What follows belongs to an exercise in optimizing a design on an open flow for small area, a short achievable clock period and few clock cycles per item; a production flow would make more cautious choices. Only simulation tests tie the RTL to the original design; equivalence was not proved. Power figures rest on the tool's default switching activity, not on a simulated workload.

==> flow/design.v <==
package cnn_pkg;
  localparam int DEF_DATA_W = 16;
  localparam int DEF_FRAC   = 8;
  localparam int DEF_NUM_CH = 4;
  localparam int DEF_NUM_W  = 2;
  localparam int DEF_K_LEN  = 9;
  typedef enum logic [1:0] {
    ST_IDLE  = 2'd0,
    ST_RUN   = 2'd1,
    ST_SCALE = 2'd2,
    ST_DONE  = 2'd3
  } cnn_state_e;
  function automatic logic signed [63:0] sat_round(
    input logic signed [63:0] acc,
    input int                 frac,
    input int                 data_w
  );
    logic signed [63:0] r;
    logic signed [63:0] hi;
    logic signed [63:0] lo;
    r = acc;
    if (frac > 0) begin
      r = (acc + (64'sd1 <<< (frac - 1))) >>> frac;
    end
    hi = (64'sd1 <<< (data_w - 1)) - 64'sd1;
    lo = -hi - 64'sd1;
    if (r > hi) begin
      r = hi;
    end else if (r < lo) begin
      r = lo;
    end
    sat_round = r;
  endfunction
endpackage
module cnn_mac_lane
#(
  parameter int DATA_W = cnn_pkg::DEF_DATA_W,
  parameter int FRAC   = cnn_pkg::DEF_FRAC,
  parameter int ACC_W  = 2*cnn_pkg::DEF_DATA_W+4+1
) (
  input  logic              clk,
  input  logic              reset,
  input  logic              clear,
  input  logic              mac_en,
  input  logic              scale_en,
  input  logic              relu,
  input  logic [DATA_W-1:0] sample,
  input  logic [DATA_W-1:0] weight,
  output logic [DATA_W-1:0] out
);
  logic signed [ACC_W-1:0]    acc_q;
  logic signed [ACC_W-1:0]    acc_d;
  logic [DATA_W-1:0]          out_q;
  logic [DATA_W-1:0]          out_d;
  logic signed [2*DATA_W-1:0] prod;
  logic [DATA_W-1:0]          res;
  always_comb begin
    prod = $signed(sample) * $signed(weight);
    res  = DATA_W'(cnn_pkg::sat_round({{(64-ACC_W){acc_q[ACC_W-1]}}, acc_q}, FRAC, DATA_W));
    if (relu && res[DATA_W-1]) begin
      res = '0;
    end
    acc_d = acc_q;
    out_d = out_q;
    if (clear) begin
      acc_d = '0;
      out_d = '0;
    end else begin
      if (mac_en) begin
        acc_d = acc_q + {{(ACC_W-2*DATA_W){prod[2*DATA_W-1]}}, prod};
      end
      if (scale_en) begin
        out_d = res;
      end
    end
  end
  always_ff @(posedge clk) begin
    if (reset) begin
      acc_q <= '0;
      out_q <= '0;
    end else begin
      acc_q <= acc_d;
      out_q <= out_d;
    end
  end
  assign out = out_q;
endmodule
module cnn_layer_par
#(
  parameter int DATA_W = cnn_pkg::DEF_DATA_W,
  parameter int FRAC   = cnn_pkg::DEF_FRAC,
  parameter int NUM_CH = cnn_pkg::DEF_NUM_CH,
  parameter int NUM_W  = cnn_pkg::DEF_NUM_W,
  parameter int K_LEN  = cnn_pkg::DEF_K_LEN,
  parameter int ACC_W  = 2*DATA_W+$clog2(K_LEN)+1,
  localparam int CH_IW = (NUM_CH > 1) ? $clog2(NUM_CH) : 1,
  localparam int W_IW  = (NUM_W > 1) ? $clog2(NUM_W) : 1,
  localparam int TAP_W = (K_LEN > 1) ? $clog2(K_LEN) : 1
) (
  input  logic                           clk,
  input  logic                           reset,
  input  logic                           start,
  input  logic [NUM_CH-1:0]              ch_en,
  input  logic                           relu_en,
  input  logic                           wt_we,
  input  logic [CH_IW-1:0]               wt_ch,
  input  logic [W_IW-1:0]                wt_w,
  input  logic [TAP_W-1:0]               wt_tap,
  input  logic [DATA_W-1:0]              wt_data,
  input  logic                           in_valid,
  output logic                           in_ready,
  input  logic [NUM_CH*DATA_W-1:0]       in_data,
  output logic [NUM_CH*NUM_W*DATA_W-1:0] out_data,
  output logic [NUM_CH-1:0]              finished
);
  localparam int NWT = NUM_CH*NUM_W*K_LEN;
  cnn_pkg::cnn_state_e        state_q, state_d;
  logic [TAP_W-1:0]  tap_q, tap_d;
  logic [NUM_CH-1:0] ch_en_q, ch_en_d;
  logic [NUM_CH-1:0] fin_q, fin_d;
  logic              relu_q, relu_d;
  logic              rdy_q, rdy_d;
  logic [NWT*DATA_W-1:0] wt_q;
  logic              idle_like, go, hs, last, wt_ok;
  always_comb begin
    idle_like = (state_q == cnn_pkg::ST_IDLE) || (state_q == cnn_pkg::ST_DONE);
    go        = idle_like && start;
    hs        = (state_q == cnn_pkg::ST_RUN) && rdy_q && in_valid;
    last      = (tap_q == TAP_W'(K_LEN - 1));
    state_d   = state_q;
    tap_d     = tap_q;
    ch_en_d   = ch_en_q;
    relu_d    = relu_q;
    fin_d     = fin_q;
    if (idle_like) begin
      if (start) begin
        state_d = cnn_pkg::ST_RUN;
        tap_d   = '0;
        ch_en_d = ch_en;
        relu_d  = relu_en;
        fin_d   = '0;
      end
    end else if (state_q == cnn_pkg::ST_RUN) begin
      fin_d = fin_q | ~ch_en_q;
      if (hs) begin
        tap_d = last ? '0 : tap_q + TAP_W'(1);
        if (last) begin
          state_d = cnn_pkg::ST_SCALE;
        end
      end
    end else if (state_q == cnn_pkg::ST_SCALE) begin
      fin_d   = '1;
      state_d = cnn_pkg::ST_DONE;
    end
    rdy_d = (state_d == cnn_pkg::ST_RUN);
  end
  assign wt_ok = wt_we && idle_like
              && (32'(wt_ch) < NUM_CH)
              && (32'(wt_w) < NUM_W)
              && (32'(wt_tap) < K_LEN);
  always_ff @(posedge clk) begin
    if (reset) begin
      state_q <= cnn_pkg::ST_IDLE;
      tap_q   <= '0;
      ch_en_q <= '0;
      relu_q  <= 1'b0;
      fin_q   <= '0;
      rdy_q   <= 1'b0;
    end else begin
      state_q <= state_d;
      tap_q   <= tap_d;
      ch_en_q <= ch_en_d;
      relu_q  <= relu_d;
      fin_q   <= fin_d;
      rdy_q   <= rdy_d;
    end
  end
  for (genvar c = 0; c < NUM_CH; c++) begin : g_wc
    for (genvar w = 0; w < NUM_W; w++) begin : g_ww
      for (genvar t = 0; t < K_LEN; t++) begin : g_wt
        localparam int IDX = (c*NUM_W + w)*K_LEN + t;
        always_ff @(posedge clk) begin
          if (reset) begin
            wt_q[IDX*DATA_W +: DATA_W] <= '0;
          end else if (wt_ok && (32'(wt_ch) == c) && (32'(wt_w) == w)
                       && (32'(wt_tap) == t)) begin
            wt_q[IDX*DATA_W +: DATA_W] <= wt_data;
          end
        end
      end
    end
  end
  for (genvar c = 0; c < NUM_CH; c++) begin : g_ch
    for (genvar w = 0; w < NUM_W; w++) begin : g_w
      logic [DATA_W-1:0] wsel;
      always_comb begin
        wsel = '0;
        for (int t = 0; t < K_LEN; t++) begin
          if (32'(tap_q) == t) begin
            wsel = wt_q[((c*NUM_W + w)*K_LEN + t)*DATA_W +: DATA_W];
          end
        end
      end
      cnn_mac_lane #(
        .DATA_W (DATA_W),
        .FRAC   (FRAC),
        .ACC_W  (ACC_W)
      ) u_lane (
        .clk      (clk),
        .reset    (reset),
        .clear    (go),
        .mac_en   (hs && ch_en_q[c]),
        .scale_en ((state_q == cnn_pkg::ST_SCALE) && ch_en_q[c]),
        .relu     (relu_q),
        .sample   (in_data[c*DATA_W +: DATA_W]),
        .weight   (wsel),
        .out      (out_data[(c*NUM_W+w)*DATA_W +: DATA_W])
      );
    end
  end
  assign in_ready = rdy_q;
  assign finished = fin_q;
endmodule
==> flow/run.sh <==
#!/bin/bash
# synth_recipe.tcl (not shown) runs the flow's synth.tcl, then flattens the netlist and writes it again
# the make line also repeats each setting of config.mk as NAME=value (left out here)
make -C /OpenROAD-flow-scripts/flow DESIGN_CONFIG=/design/flow/config.mk WORK_HOME=/design/flow/orfs CLKGATE_MAP_FILE= SYNTH_SCRIPT=/design/flow/synth_recipe.tcl finish
==> flow/config.mk <==
export PLATFORM = sky130hd
export DESIGN_NAME = cnn_layer_par
export DESIGN_NICKNAME = cnn_layer_par
export VERILOG_FILES = /design/flow/design.v
export SDC_FILE = /design/flow/constraint.sdc
export NUM_CORES = 4
export LEC_CHECK = 0
export CAP_MARGIN = 20
export CORE_MARGIN = 2
export CORE_UTILIZATION = 40
export SLEW_MARGIN = 20
==> flow/constraint.sdc <==
create_clock -name core_clock -period 11.0 [get_ports {clk}]
set_input_delay 2.2000 -clock core_clock [delete_from_list [all_inputs] [get_ports {clk}]]
set_output_delay 2.2000 -clock core_clock [all_outputs]
set_load 0.01 [all_outputs]
==> run notes <==
DRT
------------------------------------------------------------------------------------------
Mean routed wirelength per cell                                                    18.2 um
DRC                                                                                      0
Count of routing violations after the opening detailed-route iteration              10,108
Vias/cell                                                                             5.28
Routed via count                                                                   132,563
Residual antenna-violating net count after detailed routing                              0
Number of iterations in the first detailed-routing pass                                  6
Total routed wirelength                                                         457,000 um

SYNTH
------------------------------------------------------------------------------------------
Share of synthesized cell area in full adder, half adder and majority cells          0.338
Predominant post-synthesis flop cell                                          sky130_fd_sc_hd__dfxtp_1
Most frequent cell after synthesis                                            sky130_fd_sc_hd__nand2_1
Top-area cell type share of the netlist area                                         0.262
EDFF count, synth                                                                        0
Share of synthesized flip-flops with an asynchronous set or reset                        0
Synthesized netlist net count                                                       22,981
Library cells used by synthesis                                                        102
Gate count after technology mapping                                                 19,815
Synth Area in XOR/XNOR                                                              0.0368
Yosys synthesis warning count                                                            2
Share of cell area taken by muxes after synthesis                                  0.00150
Synth Area per Inst                                                               8.10 um2
Number of storage elements in the synthesis netlist                                  1,592
Cell area after synthesis                                                      161,000 um2
Largest family of logic cells by synthesized area                              adder cells
Share of the yosys chip area belonging to registers                                  0.199
Dominant cells by area after synthesis                                        sky130_fd_sc_hd__fa_1 26%, sky130_fd_sc_hd__dfxtp_1 20%, sky130_fd_sc_hd__nand2_1 9.7%, sky130_fd_sc_hd__ha_1 7.5%, sky130_fd_sc_hd__a21oi_1 5.7%
Share of the synthesized area in compound gates (AO/OA/AOI/OAI)                      0.142
Leading post-synthesis cells by instance count                                4,165 x sky130_fd_sc_hd__nand2_1, 2,413 x sky130_fd_sc_hd__inv_1, 2,104 x sky130_fd_sc_hd__fa_1
Simple-gate share of the synthesized area                                            0.200
Cell taking the most area after synthesis                                     sky130_fd_sc_hd__fa_1

CRITICAL PATH
------------------------------------------------------------------------------------------
CP startpoint kind                                                                register
Worst stage delay on the critical path                                             0.58 ns
Top fanout value on the critical path                                                   16
Data arrival time of the worst path                                               11.41 ns
Top cell by count, worst path                                                 sky130_fd_sc_hd__fa_1
Slowest CP cell                                                               sky130_fd_sc_hd__fa_1
Req. time, crit path                                                              11.81 ns
Classification of the worst setup path                                             reg2reg
CP Capture Type                                                                   register

TIMING
------------------------------------------------------------------------------------------
Final count of hold timing violations                                                    0
Final critical-path required period                                               10.60 ns
Count of pins over their slew limit                                                      0
Final total negative setup slack                                                      0 ns
Worst Max-Slew Pin Slew                                                            1.24 ns
Unrepaired setup endpoints after global routing                                       true
Worst-case clock skew                                                            0.0873 ns
Timing-limited maximum frequency                                                0.0943 GHz
Fin worst setup slack                                                             0.397 ns
Portion of the clock cycle consumed by the worst path in the final layout            0.964
Hold Slack                                                                        0.449 ns
Worst max-slew margin expressed relative to the limit                                0.168
Number of setup violations in the final report                                           0

FLOORPLAN
------------------------------------------------------------------------------------------
Effective utilization at floorplan                                                   0.402
Core Footprint                                                                 399,000 um2
Horizontal die dimension                                                            637 um
Y dimension of the die                                                              637 um
Die Footprint                                                                  406,000 um2
Row Count                                                                              232
Num ports                                                                              230

POWER AND IR DROP
------------------------------------------------------------------------------------------
LEAKAGE                                                                            79.4 nW
Gate power share                                                                     0.077
Maximum VDD drop                                                                0.000125 V
Net switching power figure                                                         3.48 mW
Final Power                                                                        13.2 mW
Clock share of power                                                                 0.484
Net switching fraction of the power                                                  0.264
Power density over cell area                                                   74.0 nW/um2
Part of the power in registers                                                       0.439
Internal Power                                                                     9.70 mW

CTS
------------------------------------------------------------------------------------------
H-Tree Level Count                                                                       4
Root cell of the clock tree                                                   sky130_fd_sc_hd__clkbuf_16
Maximum clock path buffer count                                                          4
Post-cts hold buffer count                                                               0
Skew-Pair Late Insertion Delay                                                     0.93 ns
CTS buffer count                                                                       182
TritonCTS clock tree                                                                 built
Clock transition at the registers of the reported paths                            0.06 ns
Clock tree sinks                                                                     1,592

GLOBAL ROUTING
------------------------------------------------------------------------------------------
Via count of the first global-routing pass                                         130,928
Global-route wire length before repair                                          732,000 um
Total gr overflow                                                                        0
Maximum number of pins on one net before global-route repair                           224
Global router's overall resource usage                                               0.222
Initial antenna violation count                                                         33

LAYOUT
------------------------------------------------------------------------------------------
Final standard cell utilization of the core                                          0.446
Area Growth Syn to Fin                                                               11.0%
Proportion of layout cells with a drive suffix above 1                              0.0666
Final #Nets                                                                         22,872

RUN STATUS
------------------------------------------------------------------------------------------
Status                                                                        finished clean

PLACEMENT
------------------------------------------------------------------------------------------
Half-perimeter wire length after placement                                      335,000 um
Final weighted congestion of routability-driven global placement                     0.867
Count of input and output buffers                                                      229
Pre-CTS setup slack                                                              -0.136 ns

WORST HOLD PATH
------------------------------------------------------------------------------------------
Classification of the worst-slack hold path                                        reg2reg

JOB
------------------------------------------------------------------------------------------
# Max-Cap Violations                                                                     0

cells in the final DEF (no fill, tap or decap), types with 71 or more instances in the layout:
cell	instances
sky130_fd_sc_hd__a211oi_1	257
sky130_fd_sc_hd__a21o_1	235
sky130_fd_sc_hd__a21oi_1	1813
sky130_fd_sc_hd__a221oi_1	219
sky130_fd_sc_hd__a31oi_1	71
sky130_fd_sc_hd__and2_1	1053
sky130_fd_sc_hd__and3_1	81
sky130_fd_sc_hd__buf_4	514
sky130_fd_sc_hd__clkbuf_16	183
sky130_fd_sc_hd__clkdlybuf4s50_1	212
sky130_fd_sc_hd__dfxtp_1	1587
sky130_fd_sc_hd__fa_1	2103
sky130_fd_sc_hd__ha_1	959
sky130_fd_sc_hd__inv_1	2412
sky130_fd_sc_hd__nand2_1	4157
sky130_fd_sc_hd__nand2b_1	83
sky130_fd_sc_hd__nand3_1	219
sky130_fd_sc_hd__nand4_1	75
sky130_fd_sc_hd__nor2_1	890
sky130_fd_sc_hd__nor2b_1	93
sky130_fd_sc_hd__nor3_1	244
sky130_fd_sc_hd__o211ai_1	114
sky130_fd_sc_hd__o21a_1	86
sky130_fd_sc_hd__o21ai_0	277
sky130_fd_sc_hd__o21ai_1	121
sky130_fd_sc_hd__xnor2_1	465
sky130_fd_sc_hd__xor2_1	198
worst paths after layout:
kind / start / end / slack, ns / cells after the start
max: tap_q[1]$_SDFFE_PP0P_ / g_ch[2].g_w[1].u_lane.acc_q[36]$_SDFFE_PP0P_ / 0.40 / 44
min: g_ch[2].g_w[1].u_lane.out_q[0]$_SDFFE_PP0P_ / g_ch[2].g_w[1].u_lane.out_q[0]$_SDFFE_PP0P_ / 0.45 / 2
max reg2reg: tap_q[1]$_SDFFE_PP0P_ / g_ch[2].g_w[1].u_lane.acc_q[36]$_SDFFE_PP0P_ / 0.40 / 44
min reg2reg: g_ch[2].g_w[1].u_lane.out_q[0]$_SDFFE_PP0P_ / g_ch[2].g_w[1].u_lane.out_q[0]$_SDFFE_PP0P_ / 0.45 / 2
layout make-up:
type | count | area (um2)
Antenna cell | 12 | 30.0
Clock buffer | 251 | 5170
Inverter | 2413 | 9060
Tap cell | 5265 | 6590
Sequential cell | 1592 | 31900
Fill cell | 39380 | 221000
Multi-Input combinational cell | 14693 | 117000
Timing Repair Buffer | 824 | 7700
Clock inverter | 66 | 968
metal layers:
layer | part of all wire | track usage | up-vias
li1 | - | - | 63423
met1 | 0.45 | 0.311 | 65397
met2 | 0.47 | 0.366 | 3159
met3 | 0.052 | 0.0228 | 560
met4 | 0.024 | 0.0539 | 24
met5 | 0.00029 | 0 | -
through the flow:
stage	cell area (um2)	std cells
4_1_cts	176000	25052
3_5_place_dp	170000	24729
5_1_grt	178000	25112
6_report	178000	25116
2_1_floorplan	161000	19815
3_3_place_gp	170000	24726
cells by family (layout without fill, tap and decap cells):
kind of cell,after synthesis,after routing
AO/OA/AOI/OAI,3694,3694
buffers and inverters,3534,3554
flip-flops,1592,1592
multiplexers,23,23
adder cells (fa/ha/maj),3070,3070
other,0,12
AND/OR/NAND/NOR,7230,7234
XOR/XNOR,672,672
worst max-delay path: cells and delay by family, from the launching register on:
family | cells | cell delay (ns)
AND/OR/NAND/NOR | 7 | 0.99
buffers and inverters | 8 | 0.92
adder cells (fa/ha/maj) | 9 | 3.81
XOR/XNOR | 1 | 0.13
AO/OA/AOI/OAI | 17 | 3.90
multiplexers | 2 | 0.36
flip-flops | 1 | 0.36
power groups by stage:
stage | clock network (mW) | logic (mW) | registers (mW)
3_3_place_gp | 0 | 0.961 | 5.91
6_report | 6.38 | 1.01 | 5.78
2_1_floorplan | 0 | 0.532 | 5.91
3_5_place_dp | 0 | 0.966 | 5.91
4_1_cts | 6.52 | 0.980 | 5.78
5_1_grt | 6.72 | 1.08 | 5.78
state kept, by name (all words and copies together), names as in the netlist:
register and flops:
fin_q 4, rdy_q 1, tap_q 4, state_q 2, ch_en_q 4, relu_q 1, g_ch.g_w.u_lane.acc_q 296, g_ch.g_w.u_lane.out_q 128
wt_q 1152
repair_timing:
item                       4_1_cts  5_1_grt
setup endpoints to repair        8       79
resized for setup               12      253
gates cloned                     5        5
pin swaps                        3       46
buffers inserted                 1       47
Testbench counts, summed over its fixed seeds: cycles 2,816, passes 256.

==> static timing again, ports no longer ideal <==
How much do the figures lean on ideal ports? The routed layout below was timed once more, with nothing changed but the port constraints.
Step 1 assumes that a clkbuf_16 drives the clock port and a buf_2 every other input.
Step 2 adds t to the input delays and takes it off the output delays; t is the mean of the earliest and latest rising clock arrival at the registers after step 1. Input paths then give back, and output paths get back, about the clock's delay inside the block.
Three values: ideal ports, drivers, drivers and shift; two values: the first two.
t (ns): 0.995
setup WS [ns]: 0.397 / 0.397 / -0.015
hold slack, ns: 0.449 / 0.449 / 0.449
worst register clock-pin slew, ns: 0.07 / 0.07
Met with ideal ports but missed after step 2: setup timing in this run. For this run, drivers alone change the setup slack by 0.000 ns; drivers and shift together by -0.412 ns.
